Source: an optimization exercise on an open RTL-to-GDS flow (aim: small area and a short achievable clock period). Production flows keep margins and buffers that such runs may drop. Only simulation tests tie the RTL to the original design; equivalence was not proved. The clock port is modelled as an ideal driver; clocking choices that lean on that would not hold on a real chip.

Design tnn_classifier, start of the top module:
module tnn_classifier (
    input  logic                                         clk,
    input  logic                                         rst_n,
    input  tnn_pkg::feature_t [tnn_pkg::FEAT_CNT-1:0]    features,
    input  logic                                         features_valid,
    output logic [tnn_pkg::CLASS_BITS-1:0]               prediction,
    output logic                                         prediction_valid
);
Size in the first run: about 1800 cells after synthesis, ~72 I/O pins, about 24000 µm² of cells after synthesis.
Settings: LEC_CHECK=0, CAP_MARGIN=20, CORE_MARGIN=2, CORE_UTILIZATION=40, HOLD_SLACK_MARGIN=0.05, SLEW_MARGIN=20, SYNTH_HIERARCHICAL=1; clock period 22.0 ns.
standard.sh (not shown) runs the stock make flow with config.mk's settings and CLKGATE_MAP_FILE= SYNTH_SCRIPT=/design/flow/synth_recipe.tcl, a recipe that flattens the netlist after the stock synthesis.
==> flow/flow/run.sh <==
#!/bin/bash
# Own layout flow: the standard flow (standard.sh, standard synthesis
# unchanged) with two changes:
#  - ports are buffered with buf_1 cells instead of the default choice;
#  - after clock-tree synthesis, post_cts.tcl delays the clock of the h_q,
#    a_q and m_q registers: useful skew between internal pipeline stages
#    only (the input register x_q and the output registers keep the tree's
#    clock).
# make's full output goes to flow_make.log here; ORFS keeps each step's log
# under orfs/logs.
set -euo pipefail
here=$(pwd)
export BUFFER_PORTS_ARGS="-buffer_cell sky130_fd_sc_hd__buf_1"
export POST_CTS_TCL="$here/flow/post_cts.tcl"
bash standard.sh > "$here/flow_make.log" 2>&1
==> flow/flow/post_cts.tcl <==
# Sourced by ORFS's cts.tcl after clock-tree synthesis (POST_CTS_TCL).
# Useful skew between internal pipeline stages only: the registers h_q, a_q
# and m_q (neither fed by input ports nor feeding output ports) get their
# clock later through delay cells; x_q and the output registers keep the
# tree's clock. The delay cells' strengths are then picked to balance the
# register-to-register stages; hold slack down to -0.3 ns is left to the
# hold repair after global routing, which pads the short paths. The stage
# estimates get a margin for what routing adds to them.
source [file join [file dirname [info script]] skew.tcl]

set_propagated_clock [all_clocks]
set dly sky130_fd_sc_hd__clkdlybuf4s25_1
my_skew_group "h_q*" root 3 $dly sky130_fd_sc_hd__clkbuf_8 8
my_skew_group "a_q*" root 2 $dly sky130_fd_sc_hd__clkbuf_8 8
my_skew_group "m_q*" leaf 1 $dly sky130_fd_sc_hd__clkbuf_4 8
my_skew_cleanup
my_skew_tune2 {h_q* a_q* m_q*} prediction* \
  {sky130_fd_sc_hd__clkdlybuf4s15_1 sky130_fd_sc_hd__clkdlybuf4s18_1 sky130_fd_sc_hd__clkdlybuf4s18_2 sky130_fd_sc_hd__clkdlybuf4s25_1 sky130_fd_sc_hd__clkdlybuf4s25_2 sky130_fd_sc_hd__clkdlybuf4s50_1} \
  -0.3 {0.3 0.1 0.15}
detailed_placement
Other scripts of this flow, unchanged in this note and not shown: flow/flow/skew.tcl
Next try:
--- a/flow/flow/post_cts.tcl
+++ b/flow/flow/post_cts.tcl
@@ -5,3 +5,3 @@
 # tree's clock. The delay cells' strengths are then picked to balance the
-# register-to-register stages; hold slack down to -0.3 ns is left to the
+# register-to-register stages; hold slack down to -0.35 ns is left to the
 # hold repair after global routing, which pads the short paths. The stage
@@ -18,3 +18,3 @@
   {sky130_fd_sc_hd__clkdlybuf4s15_1 sky130_fd_sc_hd__clkdlybuf4s18_1 sky130_fd_sc_hd__clkdlybuf4s18_2 sky130_fd_sc_hd__clkdlybuf4s25_1 sky130_fd_sc_hd__clkdlybuf4s25_2 sky130_fd_sc_hd__clkdlybuf4s50_1} \
-  -0.3 {0.3 0.1 0.15}
+  -0.35 {0.15 0.1 0.15}
 detailed_placement
The new run produced a clean layout.
Synthesized cell count stays the same.
Cell count is higher by 0.45%.
Wire length climbs by about 0.5%.
Worst setup slack stays flat.
Next try:
--- a/flow/flow/post_cts.tcl
+++ b/flow/flow/post_cts.tcl
@@ -5,3 +5,3 @@
 # tree's clock. The delay cells' strengths are then picked to balance the
-# register-to-register stages; hold slack down to -0.35 ns is left to the
+# register-to-register stages; hold slack down to -0.3 ns is left to the
 # hold repair after global routing, which pads the short paths. The stage
@@ -18,3 +18,3 @@
   {sky130_fd_sc_hd__clkdlybuf4s15_1 sky130_fd_sc_hd__clkdlybuf4s18_1 sky130_fd_sc_hd__clkdlybuf4s18_2 sky130_fd_sc_hd__clkdlybuf4s25_1 sky130_fd_sc_hd__clkdlybuf4s25_2 sky130_fd_sc_hd__clkdlybuf4s50_1} \
-  -0.35 {0.15 0.1 0.15}
+  -0.3 {0.3 0.1 0.15}
 detailed_placement
- CORE_UTILIZATION: 40 -> 65
- PLACE_DENSITY: unset -> 0.75
=> Worst hold slack is worse by 0.12 ns. Sequential cell count stays the same. Routed wire length rises by 4.9%. Final cell count shrinks by 12%. Worst setup slack loses 0.088 ns. Via count increases by about 5%. Die area came out lower by about 40%. Global-route usage grows by 21 points. Core utilization went up by 26 points.
Next try:
--- a/flow/flow/post_cts.tcl
+++ b/flow/flow/post_cts.tcl
@@ -5,3 +5,3 @@
 # tree's clock. The delay cells' strengths are then picked to balance the
-# register-to-register stages; hold slack down to -0.3 ns is left to the
+# register-to-register stages; hold slack down to -0.45 ns is left to the
 # hold repair after global routing, which pads the short paths. The stage
@@ -18,3 +18,3 @@
   {sky130_fd_sc_hd__clkdlybuf4s15_1 sky130_fd_sc_hd__clkdlybuf4s18_1 sky130_fd_sc_hd__clkdlybuf4s18_2 sky130_fd_sc_hd__clkdlybuf4s25_1 sky130_fd_sc_hd__clkdlybuf4s25_2 sky130_fd_sc_hd__clkdlybuf4s50_1} \
-  -0.3 {0.3 0.1 0.15}
+  -0.45 {0.2 0.1 0.15}
 detailed_placement
- CORE_UTILIZATION: 65 -> 40
- PLACE_DENSITY: 0.75 -> unset
What happened: The new run ran to the end with no violations. Cell area came out higher by 2.5%. Routed wire length came out lower by 4.2%. Worst setup slack improves by 0.042 ns. Maximum frequency came out higher by 0.78%. Sequential share of layout area came out lower by 0.34 points. Global-route usage came out lower by 21 points. Via count came out lower by 4.1%.
Next try:
--- a/flow/flow/post_cts.tcl
+++ b/flow/flow/post_cts.tcl
@@ -5,5 +5,6 @@
 # tree's clock. The delay cells' strengths are then picked to balance the
-# register-to-register stages; hold slack down to -0.45 ns is left to the
-# hold repair after global routing, which pads the short paths. The stage
-# estimates get a margin for what routing adds to them.
+# register-to-register stages (hold slack down to -0.4 ns); the short paths
+# are then padded by the hold repair and the delays picked again around the
+# pads with hold slack kept positive. The stage estimates get a margin for
+# what routing adds to them.
 source [file join [file dirname [info script]] skew.tcl]
@@ -18,3 +19,9 @@
   {sky130_fd_sc_hd__clkdlybuf4s15_1 sky130_fd_sc_hd__clkdlybuf4s18_1 sky130_fd_sc_hd__clkdlybuf4s18_2 sky130_fd_sc_hd__clkdlybuf4s25_1 sky130_fd_sc_hd__clkdlybuf4s25_2 sky130_fd_sc_hd__clkdlybuf4s50_1} \
-  -0.45 {0.2 0.1 0.15}
+  -0.4 {0.3 0.1 0.15}
+# pad the short paths now, with the skew in place, then tune again around
+# the pads (the stage estimates now include them)
+repair_timing -hold -hold_margin 0.1
+my_skew_tune2 {h_q* a_q* m_q*} prediction* \
+  {sky130_fd_sc_hd__clkdlybuf4s15_1 sky130_fd_sc_hd__clkdlybuf4s18_1 sky130_fd_sc_hd__clkdlybuf4s18_2 sky130_fd_sc_hd__clkdlybuf4s25_1 sky130_fd_sc_hd__clkdlybuf4s25_2 sky130_fd_sc_hd__clkdlybuf4s50_1} \
+  0.05 {0.3 0.1 0.15}
 detailed_placement
Outcome:
- routed wire length falls by 0.40%
- hold slack hardly moves
- critical path depth shrinks by 3

---

Starting RTL as in the previous note.
// tnn_classifier
module tnn_classifier (
    input  logic                                         clk,
    input  logic                                         rst_n,
    input  tnn_pkg::feature_t [tnn_pkg::FEAT_CNT-1:0]    features,
    input  logic                                         features_valid,
    output logic [tnn_pkg::CLASS_BITS-1:0]               prediction,
    output logic                                         prediction_valid
);
    logic [63:0] x_q;
    logic [39:0] h, h_q;
    logic [49:0] a, a_q;
    logic [9:0]  m, m_q;
    logic [3:0]  idx;
    logic        v0_q, v1_q, v2_q, v3_q;
    tnn_hidden_layer u_hidden (.x(x_q), .h(h));
    tnn_output_layer u_output (.h(h_q), .a(a));
    tnn_argmax_narrow u_narrow (.a(a_q), .alive(m));
    tnn_argmax_pick   u_pick   (.alive(m_q), .idx(idx));
    always_ff @(posedge clk) begin
        x_q        <= features;
        h_q        <= h;
        a_q        <= a;
        m_q        <= m;
        prediction <= idx;
    end
    always_ff @(posedge clk or negedge rst_n) begin
        if (!rst_n) begin
            v0_q             <= 1'b0;
            v1_q             <= 1'b0;
            v2_q             <= 1'b0;
            v3_q             <= 1'b0;
            prediction_valid <= 1'b0;
        end else begin
            v0_q             <= features_valid;
            v1_q             <= v0_q;
            v2_q             <= v1_q;
            v3_q             <= v2_q;
            prediction_valid <= v3_q;
        end
    end
endmodule
==> flow/config.mk <==
export PLATFORM = sky130hd
export DESIGN_NAME = tnn_classifier
export DESIGN_NICKNAME = tnn_classifier
export VERILOG_FILES = /design/flow/design.v
export SDC_FILE = /design/flow/constraint.sdc
export NUM_CORES = 4
export LEC_CHECK = 0
export CAP_MARGIN = 20
export CORE_MARGIN = 2
export CORE_UTILIZATION = 65
export HOLD_SLACK_MARGIN = 0.05
export PLACE_DENSITY = 0.75
export SLEW_MARGIN = 20
export SYNTH_HIERARCHICAL = 1
==> flow/constraint.sdc <==
create_clock -name core_clock -period 22.0 [get_ports {clk}]
set_input_delay 4.4000 -clock core_clock [delete_from_list [all_inputs] [get_ports {clk}]]
set_output_delay 4.4000 -clock core_clock [all_outputs]
set_load 0.01 [all_outputs]
Scripts as last shown in full above: flow/flow/run.sh
Other scripts of this flow, unchanged in this note and not shown: flow/flow/post_cts.tcl, flow/flow/skew.tcl
Edit:
- CORE_UTILIZATION: 65 -> 40
- PLACE_DENSITY: 0.75 -> default
After rerunning: The new run went through all stages and came out clean; synthesized area is unchanged; clock skew rises by 0.10 ns.

[static timing again, ports no longer ideal]
The flow's constraints put no driver on any port. The routed layouts listed below were extracted and timed again, unchanged, in two steps.
Step 1 sets driving cells, clkbuf_16 on the clock port and buf_2 on the other inputs (assumed; they add their load-dependent delay and slew).
Step 2, shift: input delay + t, output delay - t, t = (earliest + latest rising clock arrival at the registers) / 2. This alone moves slack from input paths to output paths.
Slacks: no drivers / after step 1 / after step 2; pairs: no drivers / after step 1.
| run | t (ns) | slack for setup (ns) | worst setup path at the end | clock arrival spread, ns | cell pins on the clock port's net |
|---|---|---|---|---|---|
| the first run of note 1 | 1.227 | 16.603 / 16.541 / 16.645 | register to register | 1.348 / 1.348 | 1 |
| the second run of note 1 | 1.256 | 16.606 / 16.543 / 16.673 | register to register | 1.413 / 1.414 | 1 |
| the third run of note 1 | 1.143 | 16.518 / 16.518 / 16.518 | register to register | 1.308 / 1.309 | 1 |
| the fourth run of note 1 | 1.297 | 16.560 / 16.544 / 16.560 | register to register | 1.493 / 1.492 | 1 |
| the fifth run of note 1 | 1.285 | 16.349 / 16.349 / 16.349 | register to register | 1.473 / 1.473 | 1 |
| the first run of note 2 | 1.061 | 16.432 / 16.432 / 16.432 | register to register | 1.196 / 1.196 | 1 |
| the second run of note 2 | 1.159 | 16.550 / 16.550 / 16.550 | register to register | 1.276 / 1.277 | 1 |
Clock arrivals are far apart in every run listed, so t is only a midpoint there and step 2 fits no single register.
